What follows belongs to an exercise in optimizing a design on an open flow for small area, a short achievable clock period and few clock cycles per item; a production flow would make more cautious choices.
Where RTL was checked, it was by simulation tests only, not by an equivalence proof against the original.
Function not checked in runs 1 and 3: the RTL went through the layout flow alone.
Power figures rest on the tool's default switching activity, not on a simulated workload.

--- flow/flow/run.sh ---
#!/bin/bash
# Standard ORFS layout (the standard.sh), with timing repair asked to leave
# more setup slack than the default so that it works on paths under the period.
set -euo pipefail
export SETUP_SLACK_MARGIN=${MARGIN:-7.5}
bash standard.sh > flow_make.log 2>&1
--- flow/standard.sh ---
#!/bin/bash
# synth_recipe.tcl (not shown) runs the flow's synth.tcl, then flattens the netlist and writes it again
# the make line also repeats each setting of config.mk as NAME=value (left out here)
make -C /OpenROAD-flow-scripts/flow DESIGN_CONFIG=/design/flow/config.mk WORK_HOME=/design/flow/orfs CLKGATE_MAP_FILE= SYNTH_SCRIPT=/design/flow/synth_recipe.tcl "${@:-finish}"
--- flow/config.mk ---
export PLATFORM = sky130hd
export DESIGN_NAME = archive_block_cipher
export DESIGN_NICKNAME = archive_block_cipher
export VERILOG_FILES = /design/flow/design.v
export SDC_FILE = /design/flow/constraint.sdc
export NUM_CORES = 4
export LEC_CHECK = 0
export CAP_MARGIN = 20
export CORE_MARGIN = 2
export CORE_UTILIZATION = 30
export SLEW_MARGIN = 20
export SYNTH_MEMORY_MAX_BITS = 16384
--- flow/constraint.sdc ---
create_clock -name core_clock -period 11.0 [get_ports {i_clk}]
set_input_delay 2.2000 -clock core_clock [delete_from_list [all_inputs] [get_ports {i_clk}]]
set_output_delay 2.2000 -clock core_clock [all_outputs]
set_load 0.01 [all_outputs]
--- flow/design.v ---
`timescale 1ns / 1ps
package abc_pkg;
    typedef logic [31:0] t_word;
    localparam logic CFG_KEY  = 1'b0;
    localparam logic CFG_MODE = 1'b1;
    localparam t_word SEED_TWO_INIT_M3 = 32'hEEEE_EEEB;
    function automatic t_word crypt_table_p3(input logic [7:0] idx);
        case (idx)
            8'd0: crypt_table_p3 = 32'h193AA69B;
            8'd1: crypt_table_p3 = 32'h5496F7D8;
            8'd2: crypt_table_p3 = 32'h4208931E;
            8'd3: crypt_table_p3 = 32'h7A4106EF;
            8'd4: crypt_table_p3 = 32'h83E86843;
            8'd5: crypt_table_p3 = 32'hF49B6F8F;
            8'd6: crypt_table_p3 = 32'hBA3D9A54;
            8'd7: crypt_table_p3 = 32'h55F54DE0;
            8'd8: crypt_table_p3 = 32'h2DE51375;
            8'd9: crypt_table_p3 = 32'h9AFB571E;
            8'd10: crypt_table_p3 = 32'h3AB35409;
            8'd11: crypt_table_p3 = 32'hAD64FF22;
            8'd12: crypt_table_p3 = 32'hC7776501;
            8'd13: crypt_table_p3 = 32'h7F864469;
            8'd14: crypt_table_p3 = 32'h416D9CD7;
            8'd15: crypt_table_p3 = 32'hA248927B;
            8'd16: crypt_table_p3 = 32'hE30B86E7;
            8'd17: crypt_table_p3 = 32'h0B5231B9;
            8'd18: crypt_table_p3 = 32'hBA67AED9;
            8'd19: crypt_table_p3 = 32'hE5AB246A;
            8'd20: crypt_table_p3 = 32'h60028B93;
            8'd21: crypt_table_p3 = 32'h1D9E20C9;
            8'd22: crypt_table_p3 = 32'h2A7C692D;
            8'd23: crypt_table_p3 = 32'h6B691CDE;
            8'd24: crypt_table_p3 = 32'h9E51F81A;
            8'd25: crypt_table_p3 = 32'h9B763DEF;
            8'd26: crypt_table_p3 = 32'h3D293242;
            8'd27: crypt_table_p3 = 32'hCFE12B6B;
            8'd28: crypt_table_p3 = 32'h754B459E;
            8'd29: crypt_table_p3 = 32'hA223804A;
            8'd30: crypt_table_p3 = 32'hD9C55517;
            8'd31: crypt_table_p3 = 32'h6BDCFFC4;
            8'd32: crypt_table_p3 = 32'h693E6343;
            8'd33: crypt_table_p3 = 32'h82383FEA;
            8'd34: crypt_table_p3 = 32'h1916EA62;
            8'd35: crypt_table_p3 = 32'hEC7BCD5C;
            8'd36: crypt_table_p3 = 32'h72DE165D;
            8'd37: crypt_table_p3 = 32'hE79A161A;
            8'd38: crypt_table_p3 = 32'h8EC86237;
            8'd39: crypt_table_p3 = 32'hA8F0D287;
            8'd40: crypt_table_p3 = 32'h20C90229;
            8'd41: crypt_table_p3 = 32'h7BF98887;
            8'd42: crypt_table_p3 = 32'h28A58334;
            8'd43: crypt_table_p3 = 32'h3EC3FA71;
            8'd44: crypt_table_p3 = 32'h4CE0895E;
            8'd45: crypt_table_p3 = 32'hC353B4D3;
            8'd46: crypt_table_p3 = 32'h33EF0652;
            8'd47: crypt_table_p3 = 32'h21E5E213;
            8'd48: crypt_table_p3 = 32'hC8BB58A0;
            8'd49: crypt_table_p3 = 32'hE85DCAB5;
            8'd50: crypt_table_p3 = 32'hAC6582A2;
            8'd51: crypt_table_p3 = 32'hA7BF92D3;
            8'd52: crypt_table_p3 = 32'h05A61750;
            8'd53: crypt_table_p3 = 32'h25A50C31;
            8'd54: crypt_table_p3 = 32'hE5C7877A;
            8'd55: crypt_table_p3 = 32'h3D750222;
            8'd56: crypt_table_p3 = 32'h4BAA9C9B;
            8'd57: crypt_table_p3 = 32'h23BDC887;
            8'd58: crypt_table_p3 = 32'h9653BBDA;
            8'd59: crypt_table_p3 = 32'hBADCE7F8;
            8'd60: crypt_table_p3 = 32'hC283A487;
            8'd61: crypt_table_p3 = 32'hC040DF31;
            8'd62: crypt_table_p3 = 32'h9370A844;
            8'd63: crypt_table_p3 = 32'h2F316025;
            8'd64: crypt_table_p3 = 32'h36EED234;
            8'd65: crypt_table_p3 = 32'hAC2CBC0F;
            8'd66: crypt_table_p3 = 32'h13C0A49E;
            8'd67: crypt_table_p3 = 32'hCDD1299A;
            8'd68: crypt_table_p3 = 32'h07FE91B5;
            8'd69: crypt_table_p3 = 32'hCD7EABD0;
            8'd70: crypt_table_p3 = 32'h2C012720;
            8'd71: crypt_table_p3 = 32'h18432DFB;
            8'd72: crypt_table_p3 = 32'h599C6BCA;
            8'd73: crypt_table_p3 = 32'h75E93D5D;
            8'd74: crypt_table_p3 = 32'hB67A6EE5;
            8'd75: crypt_table_p3 = 32'h8E738E19;
            8'd76: crypt_table_p3 = 32'hFF907400;
            8'd77: crypt_table_p3 = 32'hAF77026D;
            8'd78: crypt_table_p3 = 32'hF86EA2FF;
            8'd79: crypt_table_p3 = 32'h91509EA6;
            8'd80: crypt_table_p3 = 32'h33A78DC9;
            8'd81: crypt_table_p3 = 32'h4F79234D;
            8'd82: crypt_table_p3 = 32'h3A7535BF;
            8'd83: crypt_table_p3 = 32'h3539FCB4;
            8'd84: crypt_table_p3 = 32'h3103EE55;
            8'd85: crypt_table_p3 = 32'h4F6F1E6C;
            8'd86: crypt_table_p3 = 32'h6BB3EBBF;
            8'd87: crypt_table_p3 = 32'h4CB77558;
            8'd88: crypt_table_p3 = 32'h8DD1E99C;
            8'd89: crypt_table_p3 = 32'h2ADE43A0;
            8'd90: crypt_table_p3 = 32'h11521FB1;
            8'd91: crypt_table_p3 = 32'hB94D2548;
            8'd92: crypt_table_p3 = 32'h8DDE9AC0;
            8'd93: crypt_table_p3 = 32'h19093942;
            8'd94: crypt_table_p3 = 32'hB792A240;
            8'd95: crypt_table_p3 = 32'h749C455E;
            8'd96: crypt_table_p3 = 32'hB5B60F2F;
            8'd97: crypt_table_p3 = 32'h380459D1;
            8'd98: crypt_table_p3 = 32'h0DAD5823;
            8'd99: crypt_table_p3 = 32'hB130845E;
            8'd100: crypt_table_p3 = 32'h291CBD55;
            8'd101: crypt_table_p3 = 32'hDE9A5BBA;
            8'd102: crypt_table_p3 = 32'h51DEF964;
            8'd103: crypt_table_p3 = 32'h515B640B;
            8'd104: crypt_table_p3 = 32'hCA6E8241;
            8'd105: crypt_table_p3 = 32'h382E6E77;
            8'd106: crypt_table_p3 = 32'hEEBE3D74;
            8'd107: crypt_table_p3 = 32'h4C8F0C6D;
            8'd108: crypt_table_p3 = 32'hE676DCED;
            8'd109: crypt_table_p3 = 32'h14E1DC7F;
            8'd110: crypt_table_p3 = 32'h6F7FC637;
            8'd111: crypt_table_p3 = 32'hCF85A946;
            8'd112: crypt_table_p3 = 32'hD39EA971;
            8'd113: crypt_table_p3 = 32'h136E7C96;
            8'd114: crypt_table_p3 = 32'h7164B307;
            8'd115: crypt_table_p3 = 32'hF32F1336;
            8'd116: crypt_table_p3 = 32'h35C34037;
            8'd117: crypt_table_p3 = 32'hDE39D724;
            8'd118: crypt_table_p3 = 32'h91A8743C;
            8'd119: crypt_table_p3 = 32'hC4101122;
            8'd120: crypt_table_p3 = 32'h29F17AAF;
            8'd121: crypt_table_p3 = 32'h1316A702;
            8'd122: crypt_table_p3 = 32'h12F194F1;
            8'd123: crypt_table_p3 = 32'h420B949C;
            8'd124: crypt_table_p3 = 32'hF72DB0DF;
            8'd125: crypt_table_p3 = 32'h690B9F96;
            8'd126: crypt_table_p3 = 32'h17D14BB5;
            8'd127: crypt_table_p3 = 32'h8F931ABB;
            8'd128: crypt_table_p3 = 32'h217500BF;
            8'd129: crypt_table_p3 = 32'h875413FB;
            8'd130: crypt_table_p3 = 32'h98B2E440;
            8'd131: crypt_table_p3 = 32'hC51F9574;
            8'd132: crypt_table_p3 = 32'h54CEBDCD;
            8'd133: crypt_table_p3 = 32'h0719CC7C;
            8'd134: crypt_table_p3 = 32'hF3C70810;
            8'd135: crypt_table_p3 = 32'hE4286774;
            8'd136: crypt_table_p3 = 32'hA3EAB3D0;
            8'd137: crypt_table_p3 = 32'h4A6B00E3;
            8'd138: crypt_table_p3 = 32'h11CF075C;
            8'd139: crypt_table_p3 = 32'h7E89737C;
            8'd140: crypt_table_p3 = 32'h5B32876F;
            8'd141: crypt_table_p3 = 32'h5E8CD4F9;
            8'd142: crypt_table_p3 = 32'h0CEDFA67;
            8'd143: crypt_table_p3 = 32'h919AC2CA;
            8'd144: crypt_table_p3 = 32'hB214F3B6;
            8'd145: crypt_table_p3 = 32'h0E89C38F;
            8'd146: crypt_table_p3 = 32'hF0C43A3C;
            8'd147: crypt_table_p3 = 32'hEAE10525;
            8'd148: crypt_table_p3 = 32'h835BCE09;
            8'd149: crypt_table_p3 = 32'h9EEC43C5;
            8'd150: crypt_table_p3 = 32'hEA26A9D9;
            8'd151: crypt_table_p3 = 32'h69531824;
            8'd152: crypt_table_p3 = 32'h6725B24D;
            8'd153: crypt_table_p3 = 32'hDA81B0E5;
            8'd154: crypt_table_p3 = 32'hD5B4AE36;
            8'd155: crypt_table_p3 = 32'h080F99FE;
            8'd156: crypt_table_p3 = 32'h15A83DB2;
            8'd157: crypt_table_p3 = 32'h29DFC723;
            8'd158: crypt_table_p3 = 32'h91E19012;
            8'd159: crypt_table_p3 = 32'h28163D5B;
            8'd160: crypt_table_p3 = 32'h83D107A5;
            8'd161: crypt_table_p3 = 32'h4EAC149D;
            8'd162: crypt_table_p3 = 32'h9F71DA1B;
            8'd163: crypt_table_p3 = 32'h61D5C4FD;
            8'd164: crypt_table_p3 = 32'hE3AB2A62;
            8'd165: crypt_table_p3 = 32'hC7B0D642;
            8'd166: crypt_table_p3 = 32'hB3CC752D;
            8'd167: crypt_table_p3 = 32'h61EBCFB9;
            8'd168: crypt_table_p3 = 32'h26FFB52D;
            8'd169: crypt_table_p3 = 32'hED789E42;
            8'd170: crypt_table_p3 = 32'hAA3BC95B;
            8'd171: crypt_table_p3 = 32'h455A878B;
            8'd172: crypt_table_p3 = 32'hC9C082AC;
            8'd173: crypt_table_p3 = 32'h0A1BEF11;
            8'd174: crypt_table_p3 = 32'hC29A5A81;
            8'd175: crypt_table_p3 = 32'h150D4738;
            8'd176: crypt_table_p3 = 32'h943809E3;
            8'd177: crypt_table_p3 = 32'h69215513;
            8'd178: crypt_table_p3 = 32'hEF0B0DAC;
            8'd179: crypt_table_p3 = 32'h3B4E9FB6;
            8'd180: crypt_table_p3 = 32'hD8B5D04F;
            8'd181: crypt_table_p3 = 32'hC7A023AB;
            8'd182: crypt_table_p3 = 32'hB0D5028B;
            8'd183: crypt_table_p3 = 32'h64821378;
            8'd184: crypt_table_p3 = 32'hC260E8D2;
            8'd185: crypt_table_p3 = 32'h8496BD2F;
            8'd186: crypt_table_p3 = 32'hFF4F5438;
            8'd187: crypt_table_p3 = 32'h0FB5560F;
            8'd188: crypt_table_p3 = 32'h7CD74A55;
            8'd189: crypt_table_p3 = 32'h93589C83;
            8'd190: crypt_table_p3 = 32'h88975C4A;
            8'd191: crypt_table_p3 = 32'h83BDA8A0;
            8'd192: crypt_table_p3 = 32'h8BCC4299;
            8'd193: crypt_table_p3 = 32'h01B82C24;
            8'd194: crypt_table_p3 = 32'hFD821DC2;
            8'd195: crypt_table_p3 = 32'h26520B4A;
            8'd196: crypt_table_p3 = 32'h04983E1C;
            8'd197: crypt_table_p3 = 32'hD3E1CA2A;
            8'd198: crypt_table_p3 = 32'h782C5812;
            8'd199: crypt_table_p3 = 32'h326FF576;
            8'd200: crypt_table_p3 = 32'hC157BCCA;
            8'd201: crypt_table_p3 = 32'h4F5E6B87;
            8'd202: crypt_table_p3 = 32'h44EBFBFE;
            8'd203: crypt_table_p3 = 32'hDA26D9DB;
            8'd204: crypt_table_p3 = 32'h6CD9D091;
            8'd205: crypt_table_p3 = 32'h1719F1DB;
            8'd206: crypt_table_p3 = 32'h715C048A;
            8'd207: crypt_table_p3 = 32'h2C2D3C95;
            8'd208: crypt_table_p3 = 32'h53FAABAC;
            8'd209: crypt_table_p3 = 32'hBC836149;
            8'd210: crypt_table_p3 = 32'h510C92D9;
            8'd211: crypt_table_p3 = 32'hE089F82D;
            8'd212: crypt_table_p3 = 32'h46801722;
            8'd213: crypt_table_p3 = 32'h369F00E1;
            8'd214: crypt_table_p3 = 32'h70EC2334;
            8'd215: crypt_table_p3 = 32'h0E253D58;
            8'd216: crypt_table_p3 = 32'hDAFB971A;
            8'd217: crypt_table_p3 = 32'hE5DD9230;
            8'd218: crypt_table_p3 = 32'h95915D24;
            8'd219: crypt_table_p3 = 32'hA0202F99;
            8'd220: crypt_table_p3 = 32'hA161CC4A;
            8'd221: crypt_table_p3 = 32'hEACFA6F4;
            8'd222: crypt_table_p3 = 32'hED5E918C;
            8'd223: crypt_table_p3 = 32'hDAB87687;
            8'd224: crypt_table_p3 = 32'hA4B76D4D;
            8'd225: crypt_table_p3 = 32'hFA70489A;
            8'd226: crypt_table_p3 = 32'h631F10BD;
            8'd227: crypt_table_p3 = 32'hD39DA8FC;
            8'd228: crypt_table_p3 = 32'h5DB4C0E7;
            8'd229: crypt_table_p3 = 32'h16FDE42D;
            8'd230: crypt_table_p3 = 32'h2DFF7583;
            8'd231: crypt_table_p3 = 32'hB56FEC81;
            8'd232: crypt_table_p3 = 32'hC3FFB373;
            8'd233: crypt_table_p3 = 32'h8E6F36BF;
            8'd234: crypt_table_p3 = 32'h6097D45C;
            8'd235: crypt_table_p3 = 32'h514D5D39;
            8'd236: crypt_table_p3 = 32'hA5A737E5;
            8'd237: crypt_table_p3 = 32'h3977B9B6;
            8'd238: crypt_table_p3 = 32'hFD31A0CD;
            8'd239: crypt_table_p3 = 32'h903368DE;
            8'd240: crypt_table_p3 = 32'hE8370D64;
            8'd241: crypt_table_p3 = 32'h98109523;
            8'd242: crypt_table_p3 = 32'hADE23CAF;
            8'd243: crypt_table_p3 = 32'h99F82E07;
            8'd244: crypt_table_p3 = 32'h41DE7EA6;
            8'd245: crypt_table_p3 = 32'h84A1C298;
            8'd246: crypt_table_p3 = 32'h09191BE3;
            8'd247: crypt_table_p3 = 32'h30930D05;
            8'd248: crypt_table_p3 = 32'h1C9FA44D;
            8'd249: crypt_table_p3 = 32'hC406B6DA;
            8'd250: crypt_table_p3 = 32'hEEDCA155;
            8'd251: crypt_table_p3 = 32'h6149809F;
            8'd252: crypt_table_p3 = 32'hB0099EF7;
            8'd253: crypt_table_p3 = 32'hC5F653A8;
            8'd254: crypt_table_p3 = 32'h4C107910;
            8'd255: crypt_table_p3 = 32'h7303286F;
            default: crypt_table_p3 = 32'h0;
        endcase
    endfunction
endpackage
`timescale 1ns / 1ps
module archive_block_cipher (
    input  logic        i_clk,
    input  logic        i_rst_n,
    input  logic        i_cfg_wr_en,
    input  logic        i_cfg_index,
    input  logic [31:0] i_cfg_data,
    input  logic        i_in_valid,
    output logic        o_in_stall,
    input  logic [31:0] i_data_word,
    input  logic        i_last,
    output logic        o_out_valid,
    input  logic        i_out_stall,
    output logic [31:0] o_result_word,
    output logic        o_last_out
);
    logic [31:0] r_key;
    logic        r_mode;
    logic        r_stall;
    logic        r_nstart;
    logic        r_ir_v, r_ir_l;
    logic [31:0] r_ir_d;
    logic        r_sk_v, r_sk_l;
    logic [31:0] r_sk_d;
    logic        r_out_v, r_out_l;
    logic [31:0] r_out_d;
    logic [31:0] r_s1;
        logic [31:0] r_tk;
    logic [31:0] r_a;
    logic [31:0] r_b;
    logic        acc, adv, ir_free, out_free, sk_v_n;
    logic [31:0] s1_next, s1_nx;
    logic [31:0] tc;
    assign out_free = !r_out_v || !i_out_stall;
    assign adv      = r_ir_v && out_free;
    assign ir_free  = !r_ir_v || out_free;
    assign acc      = i_in_valid && !r_stall;
    assign sk_v_n   = ir_free ? (r_sk_v && acc) : (r_sk_v || acc);
    always_ff @(posedge i_clk) begin
        if (!i_rst_n) begin
            r_key  <= '0;
            r_mode <= 1'b0;
        end else if (i_cfg_wr_en) begin
            if (i_cfg_index == abc_pkg::CFG_KEY) r_key  <= i_cfg_data;
            else                                 r_mode <= i_cfg_data[0];
        end
    end
    always_ff @(posedge i_clk) begin
        if (!i_rst_n) begin
            r_stall <= 1'b1;
        end else begin
            r_stall <= sk_v_n || (i_cfg_wr_en && (i_cfg_index == abc_pkg::CFG_KEY));
        end
    end
    assign o_in_stall = r_stall;
    always_ff @(posedge i_clk) begin
        if (!i_rst_n) begin
            r_ir_v <= 1'b0;
            r_sk_v <= 1'b0;
        end else begin
            r_ir_v <= ir_free ? (r_sk_v || acc) : 1'b1;
            r_sk_v <= sk_v_n;
        end
    end
    always_ff @(posedge i_clk) begin
        if (ir_free) begin
            r_ir_d <= r_sk_v ? r_sk_d : i_data_word;
            r_ir_l <= r_sk_v ? r_sk_l : i_last;
        end
        if (acc) begin
            r_sk_d <= i_data_word;
            r_sk_l <= i_last;
        end
    end
    assign s1_next = ((~r_s1 << 21) + 32'h1111_1111) | (r_s1 >> 11);
    always_comb begin
        if (adv)           s1_nx = r_ir_l ? r_key : s1_next;
        else if (r_nstart) s1_nx = r_key;
        else               s1_nx = r_s1;
        tc = abc_pkg::crypt_table_p3(8'h11 | r_s1[18:11]);
    end
    always_ff @(posedge i_clk) begin
        if (!i_rst_n) begin
            r_nstart <= 1'b1;
        end else if (adv) begin
            r_nstart <= r_ir_l;
        end
    end
    always_ff @(posedge i_clk) begin
        r_s1 <= s1_nx;
        r_tk <= abc_pkg::crypt_table_p3(r_key[7:0]);
    end
    logic [31:0] v_s, v_c, v;
    logic [31:0] res, p;
    logic [31:0] w1_s, w1_c, w2_s, w2_c, w3_s, w3_c, w;
    logic [31:0] a5, b5;
    always_comb begin
        v_s = r_s1 ^ r_a ^ r_b;
        v_c = ((r_s1 & r_a) | (r_s1 & r_b) | (r_a & r_b)) << 1;
        v   = v_s + v_c;
        res = r_ir_d ^ v;
        p   = r_mode ? res : r_ir_d;
        a5   = r_a << 5;
        b5   = r_b << 5;
        w1_s = r_a ^ r_b ^ a5;
        w1_c = ((r_a & r_b) | (r_a & a5) | (r_b & a5)) << 1;
        w2_s = w1_s ^ w1_c ^ b5;
        w2_c = ((w1_s & w1_c) | (w1_s & b5) | (w1_c & b5)) << 1;
        w3_s = w2_s ^ w2_c ^ tc;
        w3_c = ((w2_s & w2_c) | (w2_s & tc) | (w2_c & tc)) << 1;
        w    = w3_s + w3_c;
    end
    always_ff @(posedge i_clk) begin
        if (adv) begin
            r_a <= r_ir_l ? r_tk : p;
            r_b <= r_ir_l ? abc_pkg::SEED_TWO_INIT_M3 : w;
        end else if (r_nstart) begin
            r_a <= r_tk;
            r_b <= abc_pkg::SEED_TWO_INIT_M3;
        end
    end
    always_ff @(posedge i_clk) begin
        if (!i_rst_n) begin
            r_out_v <= 1'b0;
        end else if (out_free) begin
            r_out_v <= r_ir_v;
        end
    end
    always_ff @(posedge i_clk) begin
        if (adv) begin
            r_out_d <= res;
            r_out_l <= r_ir_l;
        end
    end
    assign o_out_valid   = r_out_v;
    assign o_result_word = r_out_d;
    assign o_last_out    = r_out_l;
endmodule
==> results of run 1 <==
## per-stage QoR
step,utilization (%),hold slack [ns],std cells,area (um2)
detailed placement,33.1,0.453,4703,30900
floorplan,-,0.431,3532,28600
global route,40.8,0.477,5089,38100
CTS,38.3,0.462,4959,35800
global placement,33.1,0.447,4703,30900
finish,40.8,0.461,5095,38100
## power groups by stage
stage	logic (W)	registers [W]	clock network, W
global placement	0.00583	0.00166	0
detailed placement	0.00586	0.00166	0
floorplan	0.00445	0.00156	0
global route	0.00883	0.00164	0.00118
CTS	0.00703	0.00163	0.00114
finish	0.00831	0.00163	0.00113
## how the worst max path moves through the flow
stage | cells past startpoint | slack (ns) | from | endpoint
4_1_cts | 15 | 6.60 | r_a[6]$_DFFE_PN_ | r_b[31]$_SDFFCE_PP1N_
5_1_grt | 15 | 6.45 | r_a[3]$_DFFE_PN_ | r_b[27]$_SDFFCE_PP1N_
2_1_floorplan | 14 | 6.27 | i_out_stall | tc[31]$_DFF_P_
3_5_place_dp | 13 | 3.94 | i_out_stall | tc[16]$_DFF_P_
3_3_place_gp | 13 | 3.97 | i_out_stall | tc[16]$_DFF_P_
6_report | 15 | 6.59 | r_a[6]$_DFFE_PN_ | r_b[27]$_SDFFCE_PP1N_
## final cells by class
cell class	instances	area (um2)	area share (%)
multi-input cells	2750	21400	56.1
flip-flops and latches	297	7920	20.8
repair buffers	526	5250	13.8
well taps	1254	1570	4.12
inverters	195	837	2.20
clock buffers	32	768	2.02
clock inverters	24	293	0.769
repair inverters	8	72.6	0.191
diodes	9	22.5	0.0591
## synthesized netlist by cell type, types with 41 or more instances
cell type,instances
edfxtp_1,195
xnor2_1,61
nand3_1,106
a211oi_1,56
clkbuf_1,209
buf_1,41
xor2_1,41
inv_1,182
buf_2,42
o21ai_0,325
ha_1,113
nor3_1,55
nor2_1,285
nand2_1,490
a31oi_1,63
a21oi_1,332
o21ai_1,54
o211ai_1,74
dfxtp_1,102
fa_1,114
## per-layer routing
metal  vias up  wire [um]  track usage, %
met2      2648      78900            54.6
met5         -        123               0
met3       906      21000            10.2
li1      13500          -               -
met4        18      18700            28.7
met1     15800      63200            40.8
## sequential cells by signal, summed over array words and instances (netlist names)
name	flops
r_b	32
r_out_v	1
r_ir_l	1
r_out_d	32
r_mode	1
r_key	32
r_s1	32
r_tk	32
r_sk_v	1
r_sk_l	1
r_out_l	1
r_ir_d	32
tc	32
r_stall	1
r_sk_d	32
r_ir_v	1
r_a	32
r_nstart	1
## worst register-to-register path: stages, from the launching register on
cell      delay (ns)
edfxtp_1        0.49
fa_1            0.53
inv_1           0.05
fa_1            0.47
fa_1            0.52
inv_2           0.05
ha_4            0.21
a21o_1          0.19
a31o_1          0.22
a221oi_4        0.36
o211a_4         0.24
o32ai_4         0.11
o41ai_4         0.34
buf_4           0.18
xor2_1          0.14
nand2_1         0.07
## kinds of logic (layout without fill, tap and decap cells)
family	after synthesis	in the layout
AOI/OAI and AO/OA	1255	1255
and+or+nand+nor	1064	1067
buffers and inverters	490	785
DFF	297	297
adders and majority gates	227	227
xor gates and xnor gates	103	103
muxes	96	98
other	0	9
## what timing repair did
item,4_1_cts,5_1_grt
hold buffers,0,0
pin swaps,173,186
resized for setup,575,305
buffers inserted,178,122
gates cloned,22,5
endpoints found under the setup margin,295,124
==> metrics.cfg, run 1 <==
[status]
status=complete, no violations

[logic_synthesis]
synth_xor_xnor_area_share_pct=3.24
synth_top_area_share_pct=20.7
yosysWarnings=1
synth_compound_area_share_pct=28.0
synth_seq_cells=297
synth.avg_cell_area_um2=8.01
synth_top_family_by_area=compound AO/OA/AOI/OAI gates
synthAdderAreaFrac_pct=13.1
synth_edf_count=195
netlist-cell-type-count=94
yosys.area.top_type=edfxtp_1
syn_area_um2=28300
ys_seq_area_share_pct=27.9
synthArstFlopShare_pct=0
synth_cells=3532
synth.mux.area_fraction_pct=4.85
syn_nets=3830
synth_area_leaders=edfxtp_1 21%, fa_1 8.1%, dfxtp_1 7.2%
synth_simple_gate_area_share_pct=16.2
ys.flop_type=edfxtp_1

[clocking]
htreeDepth=1
root_buffer=clkbuf_16
numCtsBuffers=30
cts_tree=done
clk_pin_slew_ns=0.07
clk_path_buf_depth=3
clk_latency_ns=0.63
cts.sinks=297

[drt]
drcViolationCount=0
route.vias.total=32900
first_iter_violations=5040
post_drt_wl_per_cell_um=35.7
postRouteAntennaNets=0
wl_um=182000
dr.pass1.iters=8
viasPerCell=6.45

[placed_design]
dp_worst_setup_slack_ns=3.94
place_hpwl_um=121000
place.gp.congestion=1.10
portBuffers=105

[worst_setup_path]
cpMaxStageDelayCell=fa_1
rrSetupSlack_ns=6.59
critical_path_arrival_ns=4.77
crit_fanout=3
cp_num_buf_inv=3
path_cells=fa_1 > inv_1 > fa_1 > fa_1 > inv_2 > ha_4 > a21o_1 > a31o_1 > a221oi_4 > o211a_4 > o32ai_4 > o41ai_4 > buf_4 > xor2_1 > nand2_1
r2r_end=r_b[27]$_SDFFCE_PP1N_
cpPeakStageDelay_ns=0.52
crit_top_cell=fa_1
worstSetupPathType=reg -> reg
required_ns=11.36
critPathTopFamily=adder cells
cp-start-kind=flip-flop
cp-end-kind=flip-flop
r2r_start=r_a[6]$_DFFE_PN_
reg2reg_depth=15

[global_route]
grt_antenna_before_repair=20
grt.overflow.total=0
groute.usage.overall_pct=35.3
grt_pass1_wl_um=245000
first_global_vias=31100
grt_max_degree=142

[power_and_ir_drop]
seq_power_share_pct=14.8
swShare_pct=46.6
internal_power_w=0.00592
finalPower_w=0.0111
comb_power_share_pct=75.1
ir_worst_vdd_v=0.000443
p_leak_nw=14.5
p_per_area_nw_per_um2=291
p_clk_share_pct=10.2
p_sw_w=0.00516

[worst_hold_path]
hold_path.startpoint=r_key[18]$_SDFFE_PN0P_
hold_class=reg -> reg
hold-path-cell-count=2
holdPathEnd=r_key[18]$_SDFFE_PN0P_

[run]
drv_cap=0

[finish]
drive_gt1_share_pct=27.4
final_common_cell=nand2_1
num-nets-final=4106
area_growth_pct=34.6
final_cell_mix=431 x nand2_1, 277 x a21oi_1, 275 x buf_4
nFillCells=9316

[sta]
fin_ws_ns=6.59
maxSlewViolCount=0
skew_ns=0.0311
rsz0062_at_grt=yes
setup_viol=0
hold_violations=0
setup_tns_ns=0
fin_crit_sh_pct=40.1
maxSlewHeadroom_pct=22.4
max_freq_mhz=227
layout_min_cycle_time_ns=4.41
tightest_slew_ns=1.16

[die]
core_area_um2=93300
start_util_pct=30.3
die_w_um=311
core.rowCount=112
die_h_um=311
die_area_um2=96800
ios=106

==> run 2: changes to the inputs <==
--- a/flow/design.v
+++ b/flow/design.v
@@ -286,2 +286,3 @@
     logic        r_mode;
+    logic        r_kseq;
     logic        r_stall;
@@ -295,3 +296,4 @@
     logic [31:0] r_s1;
-        logic [31:0] r_tk;
+    logic [31:0] r_tc;
+    logic [31:0] r_tk;
     logic [31:0] r_a;
@@ -300,3 +302,4 @@
     logic [31:0] s1_next, s1_nx;
-    logic [31:0] tc;
+    logic [7:0]  rom_idx;
+    logic [31:0] rom_q;
     assign out_free = !r_out_v || !i_out_stall;
@@ -317,4 +320,6 @@
         if (!i_rst_n) begin
+            r_kseq  <= 1'b1;
             r_stall <= 1'b1;
         end else begin
+            r_kseq  <= i_cfg_wr_en && (i_cfg_index == abc_pkg::CFG_KEY);
             r_stall <= sk_v_n || (i_cfg_wr_en && (i_cfg_index == abc_pkg::CFG_KEY));
@@ -347,3 +352,4 @@
         else               s1_nx = r_s1;
-        tc = abc_pkg::crypt_table_p3(8'h11 | r_s1[18:11]);
+        rom_idx = r_kseq ? r_key[7:0] : (8'h11 | s1_nx[18:11]);
+        rom_q   = abc_pkg::crypt_table_p3(rom_idx);
     end
@@ -358,3 +364,4 @@
         r_s1 <= s1_nx;
-        r_tk <= abc_pkg::crypt_table_p3(r_key[7:0]);
+        if (r_kseq) r_tk <= rom_q;
+        else        r_tc <= rom_q;
     end
@@ -372,8 +379,8 @@
         b5   = r_b << 5;
-        w1_s = r_a ^ r_b ^ a5;
-        w1_c = ((r_a & r_b) | (r_a & a5) | (r_b & a5)) << 1;
-        w2_s = w1_s ^ w1_c ^ b5;
-        w2_c = ((w1_s & w1_c) | (w1_s & b5) | (w1_c & b5)) << 1;
-        w3_s = w2_s ^ w2_c ^ tc;
-        w3_c = ((w2_s & w2_c) | (w2_s & tc) | (w2_c & tc)) << 1;
+        w1_s = r_a ^ r_b ^ r_tc;
+        w1_c = ((r_a & r_b) | (r_a & r_tc) | (r_b & r_tc)) << 1;
+        w2_s = w1_s ^ w1_c ^ a5;
+        w2_c = ((w1_s & w1_c) | (w1_s & a5) | (w1_c & a5)) << 1;
+        w3_s = w2_s ^ w2_c ^ b5;
+        w3_c = ((w2_s & w2_c) | (w2_s & b5) | (w2_c & b5)) << 1;
         w    = w3_s + w3_c;
==> flow/run.sh (new file) <==
#!/bin/bash
# synth_recipe.tcl (not shown) runs the flow's synth.tcl, then flattens the netlist and writes it again
# the make line also repeats each setting of config.mk as NAME=value (left out here)
make -C /OpenROAD-flow-scripts/flow DESIGN_CONFIG=/design/flow/config.mk WORK_HOME=/design/flow/orfs CLKGATE_MAP_FILE= SYNTH_SCRIPT=/design/flow/synth_recipe.tcl finish
removed: flow/flow/run.sh
removed: flow/standard.sh
==> metrics.cfg, run 2 <==
[status]
status=complete, no violations

[worst_setup_path]
path_cells=clkdlybuf4s50_1 > a21bo_1 > inv_4 > mux2_4 > inv_2 > a21boi_4 > inv_2 > buf_12 > ha_1 > buf_4 > nor2_1 > o22ai_1 > a311oi_1 > a211oi_1 > a31oi_1 > a211oi_1 > buf_4
cp-end-kind=flip-flop
cpMaxStageDelayCell=a211oi_1
worstSetupPathType=in -> reg
crit_fanout=41
cp-start-kind=input pin
cpPeakStageDelay_ns=0.91
required_ns=11.39
critical_path_arrival_ns=8.51

[sta]
fin_ws_ns=2.87
skew_ns=0.0382
maxSlewHeadroom_pct=9.04
hold_violations=0
rsz0062_at_grt=no
max_freq_mhz=123
layout_min_cycle_time_ns=8.13
maxSlewViolCount=0
tightest_slew_ns=1.35
setup_viol=0
setup_tns_ns=0
fin_crit_sh_pct=73.9

[finish]
num-nets-final=3497
final_common_cell=nand2_1
nFillCells=9121
drive_gt1_share_pct=10.9
area_growth_pct=16.5
seqCellArea_um2=8500
final_cell_mix=420 x nand2_1, 311 x a21oi_1, 264 x o21ai_0
multi_input_area_um2=16300

[clocking]
cts.sinks=298
cts_tree=done
clk_latency_ns=0.57
cts_hold_buf=0
clk_path_buf_depth=3
htreeDepth=2
clk_pin_slew_ns=0.06
root_buffer=clkbuf_16
numCtsBuffers=35
cts_setup_buffers=0
post_cts_resized=0

[drt]
first_iter_violations=4325
viasPerCell=6.70
route.vias.total=29500
postRouteAntennaNets=0
post_drt_wl_per_cell_um=46.1
drcViolationCount=0
dr.pass1.iters=6
wl_um=203000

[logic_synthesis]
netlist-cell-type-count=88
yosys.area.top_type=edfxtp_1
synth_edf_count=253
synth_compound_area_share_pct=26.6
synth_simple_gate_area_share_pct=15.2
syn_nets=3408
synth_top_family_by_area=compound AO/OA/AOI/OAI gates
ys.flop_type=edfxtp_1
synth_common_cells=421 x nand2_1, 312 x a21oi_1, 272 x o21ai_0
yosysWarnings=1
synth.mux.area_fraction_pct=2.68
synthAdderAreaFrac_pct=13.1
synthArstFlopShare_pct=0
synth_cells=3131
syn_area_um2=26300
ys_seq_area_share_pct=32.3
yosysMostFrequentCell=nand2_1
synth.avg_cell_area_um2=8.41
synth_xor_xnor_area_share_pct=3.53
synth_seq_cells=298
synth_top_area_share_pct=28.9
synth_area_leaders=edfxtp_1 29%, fa_1 8.8%, nand2_1 6.0%

[power_and_ir_drop]
ir_worst_vdd_v=0.000395
p_leak_nw=11.6
p_per_area_nw_per_um2=292

[die]
ios=106
start_util_pct=30.3
die_area_um2=90100
die_w_um=300
core_area_um2=86900
die_h_um=300
core.rowCount=108

[placed_design]
place_hpwl_um=151000
place.gp.congestion=1.12
dp_worst_setup_slack_ns=2.60
portBuffers=105

[global_route]
first_global_vias=28600
grt_antenna_before_repair=19
grt_max_degree=85
grt.overflow.total=0
groute.usage.overall_pct=44.3
grt_pass1_wl_um=268000

[worst_hold_path]
hold_class=reg -> reg

[run]
drv_cap=0

## run 2: cell types whose count changed in the layout (fill, tap and decap cells not counted), sizes merged, moves of 36 or more
cell and delta:
buf -239, clkdlybuf4s50 +36, dfxtp -57, edfxtp +58, nand2 -71, nor2 -54
o21ai -94
## run 2: per-stage QoR
step / utilization (%) / total power [W] / hold slack [ns] / area [um2] / std cells
after floorplan: - / 0.00570 / 0.432 / 26300 / 3131
after global placement: 33.9 / 0.00759 / 0.443 / 29400 / 4333
after detailed placement: 33.9 / 0.00758 / 0.445 / 29500 / 4335
after CTS: 35.2 / 0.00879 / 0.458 / 30600 / 4395
after global routing: 35.2 / 0.00953 / 0.474 / 30600 / 4398
final: 35.3 / 0.00895 / 0.466 / 30700 / 4410
## run 2: final timing paths
kind | endpoint | startpoint | cells after the start | slack, ns
setup / recovery | r_tk[16]$_DFFE_PP_ | i_out_stall | 17 | 2.87
hold / removal | r_mode$_SDFFE_PN0P_ | r_mode$_SDFFE_PN0P_ | 2 | 0.47
setup reg to reg | r_tk[16]$_DFFE_PP_ | r_ir_v$_SDFF_PN0_ | 16 | 4.57
hold reg to reg | r_mode$_SDFFE_PN0P_ | r_mode$_SDFFE_PN0P_ | 2 | 0.47
## run 2: cells by family after synthesis
kind of cell,after synthesis
compound gates,1095
fa+ha+maj,206
mux,65
xor+xnor,106
buf+inv,435
flops,298
simple gates,926
## run 2: layout make-up
class | count | area share (%)
antenna | 12 | 0.0980
sequential | 298 | 27.7
clock inverter | 19 | 0.710
clock buffer | 41 | 2.93
inverter | 197 | 2.43
timing repair buffer | 290 | 8.19
multi-input combinational | 2398 | 53.2
tap | 1155 | 4.71
## run 2: per-layer routing
layer	share of wire, %	vias up	track usage (%)
met5	0.030	-	0.0529
met4	11	10	37.2
met2	41	2291	64.7
met3	11	762	14.8
li1	-	11700	-
met1	37	14800	52.5
## run 2: critical path, delay by kind of cell
| family | cells | cell delay, ns |
|---|---|---|
| AOI/OAI and AO/OA | 7 | 2.34 |
| muxes | 1 | 0.43 |
| buffers and inverters | 7 | 2.78 |
| adders and majority gates | 1 | 0.54 |
| and+or+nand+nor | 1 | 0.11 |
## run 2: report_power, final
group          internal [W]  switching, W
Combinational       0.00230       0.00382
Clock              0.000664      0.000505
Sequential          0.00149      0.000165
Total               0.00446       0.00449
Testbench counts of run 2, summed over its fixed seeds: cycles 8,224, items 8,192.
==> run 3: changes to the inputs <==
--- a/flow/design.v
+++ b/flow/design.v
@@ -286,3 +286,2 @@
     logic        r_mode;
-    logic        r_kseq;
     logic        r_stall;
@@ -291,8 +290,7 @@
     logic [31:0] r_ir_d;
-    logic        r_sk_v, r_sk_l;
-    logic [31:0] r_sk_d;
     logic        r_out_v, r_out_l;
     logic [31:0] r_out_d;
+    logic        r_os_v, r_os_l;
+    logic [31:0] r_os_d;
     logic [31:0] r_s1;
-    logic [31:0] r_tc;
     logic [31:0] r_tk;
@@ -300,11 +298,11 @@
     logic [31:0] r_b;
-    logic        acc, adv, ir_free, out_free, sk_v_n;
+    logic        acc, proc, out_free, ir_v_n, os_v_n, key_wr;
     logic [31:0] s1_next, s1_nx;
-    logic [7:0]  rom_idx;
-    logic [31:0] rom_q;
+    logic [31:0] tc;
+    assign proc     = r_ir_v && !r_os_v;
     assign out_free = !r_out_v || !i_out_stall;
-    assign adv      = r_ir_v && out_free;
-    assign ir_free  = !r_ir_v || out_free;
     assign acc      = i_in_valid && !r_stall;
-    assign sk_v_n   = ir_free ? (r_sk_v && acc) : (r_sk_v || acc);
+    assign ir_v_n   = acc || (r_ir_v && !proc);
+    assign os_v_n   = !out_free && (r_os_v || proc);
+    assign key_wr   = i_cfg_wr_en && (i_cfg_index == abc_pkg::CFG_KEY);
     always_ff @(posedge i_clk) begin
@@ -320,7 +318,5 @@
         if (!i_rst_n) begin
-            r_kseq  <= 1'b1;
             r_stall <= 1'b1;
         end else begin
-            r_kseq  <= i_cfg_wr_en && (i_cfg_index == abc_pkg::CFG_KEY);
-            r_stall <= sk_v_n || (i_cfg_wr_en && (i_cfg_index == abc_pkg::CFG_KEY));
+            r_stall <= (ir_v_n && os_v_n) || key_wr;
         end
@@ -331,6 +327,4 @@
             r_ir_v <= 1'b0;
-            r_sk_v <= 1'b0;
         end else begin
-            r_ir_v <= ir_free ? (r_sk_v || acc) : 1'b1;
-            r_sk_v <= sk_v_n;
+            r_ir_v <= ir_v_n;
         end
@@ -338,9 +332,5 @@
     always_ff @(posedge i_clk) begin
-        if (ir_free) begin
-            r_ir_d <= r_sk_v ? r_sk_d : i_data_word;
-            r_ir_l <= r_sk_v ? r_sk_l : i_last;
-        end
         if (acc) begin
-            r_sk_d <= i_data_word;
-            r_sk_l <= i_last;
+            r_ir_d <= i_data_word;
+            r_ir_l <= i_last;
         end
@@ -349,7 +339,6 @@
     always_comb begin
-        if (adv)           s1_nx = r_ir_l ? r_key : s1_next;
+        if (proc)          s1_nx = r_ir_l ? r_key : s1_next;
         else if (r_nstart) s1_nx = r_key;
         else               s1_nx = r_s1;
-        rom_idx = r_kseq ? r_key[7:0] : (8'h11 | s1_nx[18:11]);
-        rom_q   = abc_pkg::crypt_table_p3(rom_idx);
+        tc = abc_pkg::crypt_table_p3(8'h11 | r_s1[18:11]);
     end
@@ -358,3 +347,3 @@
             r_nstart <= 1'b1;
-        end else if (adv) begin
+        end else if (proc) begin
             r_nstart <= r_ir_l;
@@ -364,4 +353,3 @@
         r_s1 <= s1_nx;
-        if (r_kseq) r_tk <= rom_q;
-        else        r_tc <= rom_q;
+        r_tk <= abc_pkg::crypt_table_p3(r_key[7:0]);
     end
@@ -379,8 +367,8 @@
         b5   = r_b << 5;
-        w1_s = r_a ^ r_b ^ r_tc;
-        w1_c = ((r_a & r_b) | (r_a & r_tc) | (r_b & r_tc)) << 1;
-        w2_s = w1_s ^ w1_c ^ a5;
-        w2_c = ((w1_s & w1_c) | (w1_s & a5) | (w1_c & a5)) << 1;
-        w3_s = w2_s ^ w2_c ^ b5;
-        w3_c = ((w2_s & w2_c) | (w2_s & b5) | (w2_c & b5)) << 1;
+        w1_s = r_a ^ r_b ^ a5;
+        w1_c = ((r_a & r_b) | (r_a & a5) | (r_b & a5)) << 1;
+        w2_s = w1_s ^ w1_c ^ b5;
+        w2_c = ((w1_s & w1_c) | (w1_s & b5) | (w1_c & b5)) << 1;
+        w3_s = w2_s ^ w2_c ^ tc;
+        w3_c = ((w2_s & w2_c) | (w2_s & tc) | (w2_c & tc)) << 1;
         w    = w3_s + w3_c;
@@ -388,3 +376,3 @@
     always_ff @(posedge i_clk) begin
-        if (adv) begin
+        if (proc) begin
             r_a <= r_ir_l ? r_tk : p;
@@ -399,4 +387,6 @@
             r_out_v <= 1'b0;
-        end else if (out_free) begin
-            r_out_v <= r_ir_v;
+            r_os_v  <= 1'b0;
+        end else begin
+            if (out_free) r_out_v <= r_os_v || proc;
+            r_os_v <= os_v_n;
         end
@@ -404,5 +394,9 @@
     always_ff @(posedge i_clk) begin
-        if (adv) begin
-            r_out_d <= res;
-            r_out_l <= r_ir_l;
+        if (out_free) begin
+            r_out_d <= r_os_v ? r_os_d : res;
+            r_out_l <= r_os_v ? r_os_l : r_ir_l;
+        end
+        if (proc) begin
+            r_os_d <= res;
+            r_os_l <= r_ir_l;
         end
==> metrics.cfg, run 3 <==
[placed_design]
dpl_cell_area_um2=30700
place_hpwl_um=120000
portBuffers=105
place.gp.congestion=1.12

[drt]
dr.pass1.iters=7
viasPerCell=6.44
postRouteAntennaNets=0
wl_um=169000
drcViolationCount=0
route.vias.total=30900
first_iter_violations=5773
post_drt_wl_per_cell_um=35.1

[sta]
setup_viol=0
hold_violations=0
max_freq_mhz=209
maxSlewViolCount=0
setup_tns_ns=0
skew_ns=0.0463
maxSlewHeadroom_pct=14.1
rsz0062_at_grt=no
layout_min_cycle_time_ns=4.79
fin_crit_sh_pct=43.5
tightest_slew_ns=1.29

[power_and_ir_drop]
p_per_area_nw_per_um2=281
swShare_pct=47.5
ir_worst_vdd_v=0.000218
seq_power_share_pct=19.5
comb_power_share_pct=65.7
p_sw_w=0.00429
p_clk_share_pct=14.8
internal_power_w=0.00475
p_leak_nw=11.9

[die]
die_area_um2=97300
start_util_pct=30.4
die_w_um=312
core.rowCount=112
die_h_um=312
core_area_um2=93600
ios=106

[logic_synthesis]
yosysMostFrequentCell=nand2_1
synth.avg_cell_area_um2=7.98
syn_nets=3860
yosysWarnings=1
ys.flop_type=edfxtp_1
synth_top_area_share_pct=20.6
synth_area_leaders=edfxtp_1 21%, fa_1 8.0%, dfxtp_1 7.2%
netlist-cell-type-count=85
synth_edf_count=195
ys_seq_area_share_pct=27.8
synthArstFlopShare_pct=0
syn_area_um2=28400
synth_cells=3562
yosys.area.top_type=edfxtp_1
synth_common_cells=492 x nand2_1, 366 x o21ai_0, 316 x a21oi_1
synth_seq_cells=297

[worst_setup_path]
path_cells=buf_4 > nand2b_4 > inv_2 > nor2_4 > inv_4 > o22ai_2 > buf_4 > inv_2 > ha_1 > nand2_1 > a311o_1 > o21ai_0 > o21ai_0
rrSetupSlack_ns=6.21
cpMaxStageDelayCell=ha_1
cp-start-kind=flip-flop
reg2reg_depth=13
r2r_start=r_os_v$_SDFF_PN0_
worstSetupPathType=reg -> reg
cp-end-kind=flip-flop
critical_path_arrival_ns=5.21
cpPeakStageDelay_ns=0.77
crit_fanout=37
r2r_end=tc[24]$_DFF_P_
required_ns=11.42

[clocking]
numCtsBuffers=39
htreeDepth=2
clk_latency_ns=0.60
clk_pin_slew_ns=0.06
cts_tree=done
root_buffer=clkbuf_16
cts.sinks=297
clk_path_buf_depth=3
cts_hold_buf=0
cts_setup_buffers=0
post_cts_resized=0

[worst_hold_path]
hold_class=reg -> reg
holdPathEnd=r_key[30]$_SDFFE_PN0P_
hold_path.startpoint=r_key[30]$_SDFFE_PN0P_
hold-path-cell-count=2

[finish]
final_common_cell=nand2_1
drive_gt1_share_pct=8.35
num-nets-final=3802
final_cell_mix=492 x nand2_1, 361 x o21ai_0, 313 x a21oi_1
area_growth_pct=13.1
design_area_um2=32200

[global_route]
grt_pass1_wl_um=232000
groute.usage.overall_pct=33.6
grt.overflow.total=0
grt_max_degree=160
first_global_vias=29100
grt_antenna_before_repair=23

[status]
status=complete, no violations

[run]
drv_cap=0

-- run 3: cell types whose count changed after synthesis, moves of 35 or more --
cell	change
buf_1	+35
nor2_1	+63
o21ai_0	+94
dfxtp_1	+57
a21boi_0	+35
o211ai_1	+35
nand2_1	+71
edfxtp_1	-58
clkbuf_1	+57
-- run 3: kinds of logic (layout without fill, tap and decap cells) --
group	after synthesis	in the layout	synth area share [%]
XOR/XNOR	111	111	3.45
AND/OR/NAND/NOR	1080	1080	16.4
flip-flops	297	297	27.8
other	0	12	0
multiplexers	89	89	4.74
buffers and inverters	492	465	6.65
adder cells (fa/ha/maj)	228	228	13.0
AO/OA/AOI/OAI	1265	1265	28.0
-- run 3: metal layers --
metal | part of all wire [%] | GRT usage, % | up-vias
met5 | 0.11 | 0 | -
met4 | 9.0 | 23.8 | 22
met3 | 12 | 12.5 | 773
met2 | 43 | 50.7 | 2440
met1 | 36 | 39.2 | 14800
li1 | - | - | 12900
-- run 3: final cells by class --
cell class,count,area [um2]
fill,10100,61400
multi-input combinational,2773,18800
sequential,297,7920
timing repair buffer,203,1850
tap,1254,1570
clock buffer,57,1100
inverter,190,717
clock inverter,15,203
antenna,12,30.0
-- run 3: worst max path at each step --
stage / start / endpoint / slack, ns / depth (start not counted)
after detailed placement: r_a[2]$_DFFE_PN_ / r_b[30]$_SDFFCE_PP1N_ / 6.34 / 16
after floorplan: r_os_v$_SDFF_PN0_ / tc[15]$_DFF_P_ / 6.59 / 14
after global placement: r_a[8]$_DFFE_PN_ / r_b[30]$_SDFFCE_PP1N_ / 6.33 / 16
final: r_os_v$_SDFF_PN0_ / tc[24]$_DFF_P_ / 6.21 / 13
after global routing: r_a[7]$_DFFE_PN_ / r_b[30]$_SDFFCE_PP1N_ / 5.95 / 16
after CTS: r_a[7]$_DFFE_PN_ / r_b[30]$_SDFFCE_PP1N_ / 6.28 / 16
-- run 3: power by group through the flow --
stage                     clock network [W]  logic (W)  registers, W
after floorplan                           0    0.00418       0.00172
after global placement                    0    0.00583       0.00178
after detailed placement                  0    0.00582       0.00178
after CTS                           0.00136    0.00586       0.00176
after global routing                0.00140    0.00651       0.00178
final                               0.00134    0.00594       0.00176
-- run 3: through the flow --
stage / power, W / worst slack [ns] / hold slack [ns] / std cells / utilization, %
2_1_floorplan: 0.00590 / 6.59 / 0.439 / 3562 / -
3_3_place_gp: 0.00761 / 6.33 / 0.459 / 4713 / 32.8
3_5_place_dp: 0.00761 / 6.34 / 0.461 / 4713 / 32.8
4_1_cts: 0.00897 / 6.28 / 0.470 / 4785 / 34.2
5_1_grt: 0.00970 / 5.95 / 0.492 / 4789 / 34.3
6_report: 0.00904 / 6.21 / 0.469 / 4801 / 34.4
-- run 3: critical path: cells and delay by family (launching register included) --
kind | cells | cell delay, ns
adders and majority gates | 1 | 0.77
and+or+nand+nor | 3 | 0.87
AOI/OAI and AO/OA | 4 | 0.72
DFF | 1 | 0.29
buffers and inverters | 5 | 1.92

[re-timing with driven ports]
How much do the figures lean on ideal ports? The routed layouts below were timed once more, with nothing changed but the port constraints. Step 1 assumes that a clkbuf_16 drives the clock port and a buf_2 every other input. Step 2 moves the port delays by t, midway between the first and last clock arrival at a register: inputs arrive t later, outputs are due t later. That takes back most of the time a late clock gives input paths. Three values: ideal ports, drivers, drivers and shift; two values: the first two.
| run | t, ns | slack for setup (ns) | worst hold slack (ns) | worst setup path after step 2 |
|---|---|---|---|---|
| run 1 | 0.667 | 6.588 / 6.588 / 6.284 | 0.461 / 0.461 / 0.461 | input to register |
| run 2 | 0.619 | 2.874 / 2.920 / 2.301 | 0.466 / 0.466 / 0.466 | input to register |
| run 3 | 0.647 | 6.210 / 6.210 / 6.210 | 0.469 / 0.469 / 0.469 | register to register |
After both steps every run listed still meets setup and hold. For run 2, which loses most, drivers alone change the setup slack by +0.046 ns; drivers and shift together by -0.573 ns.
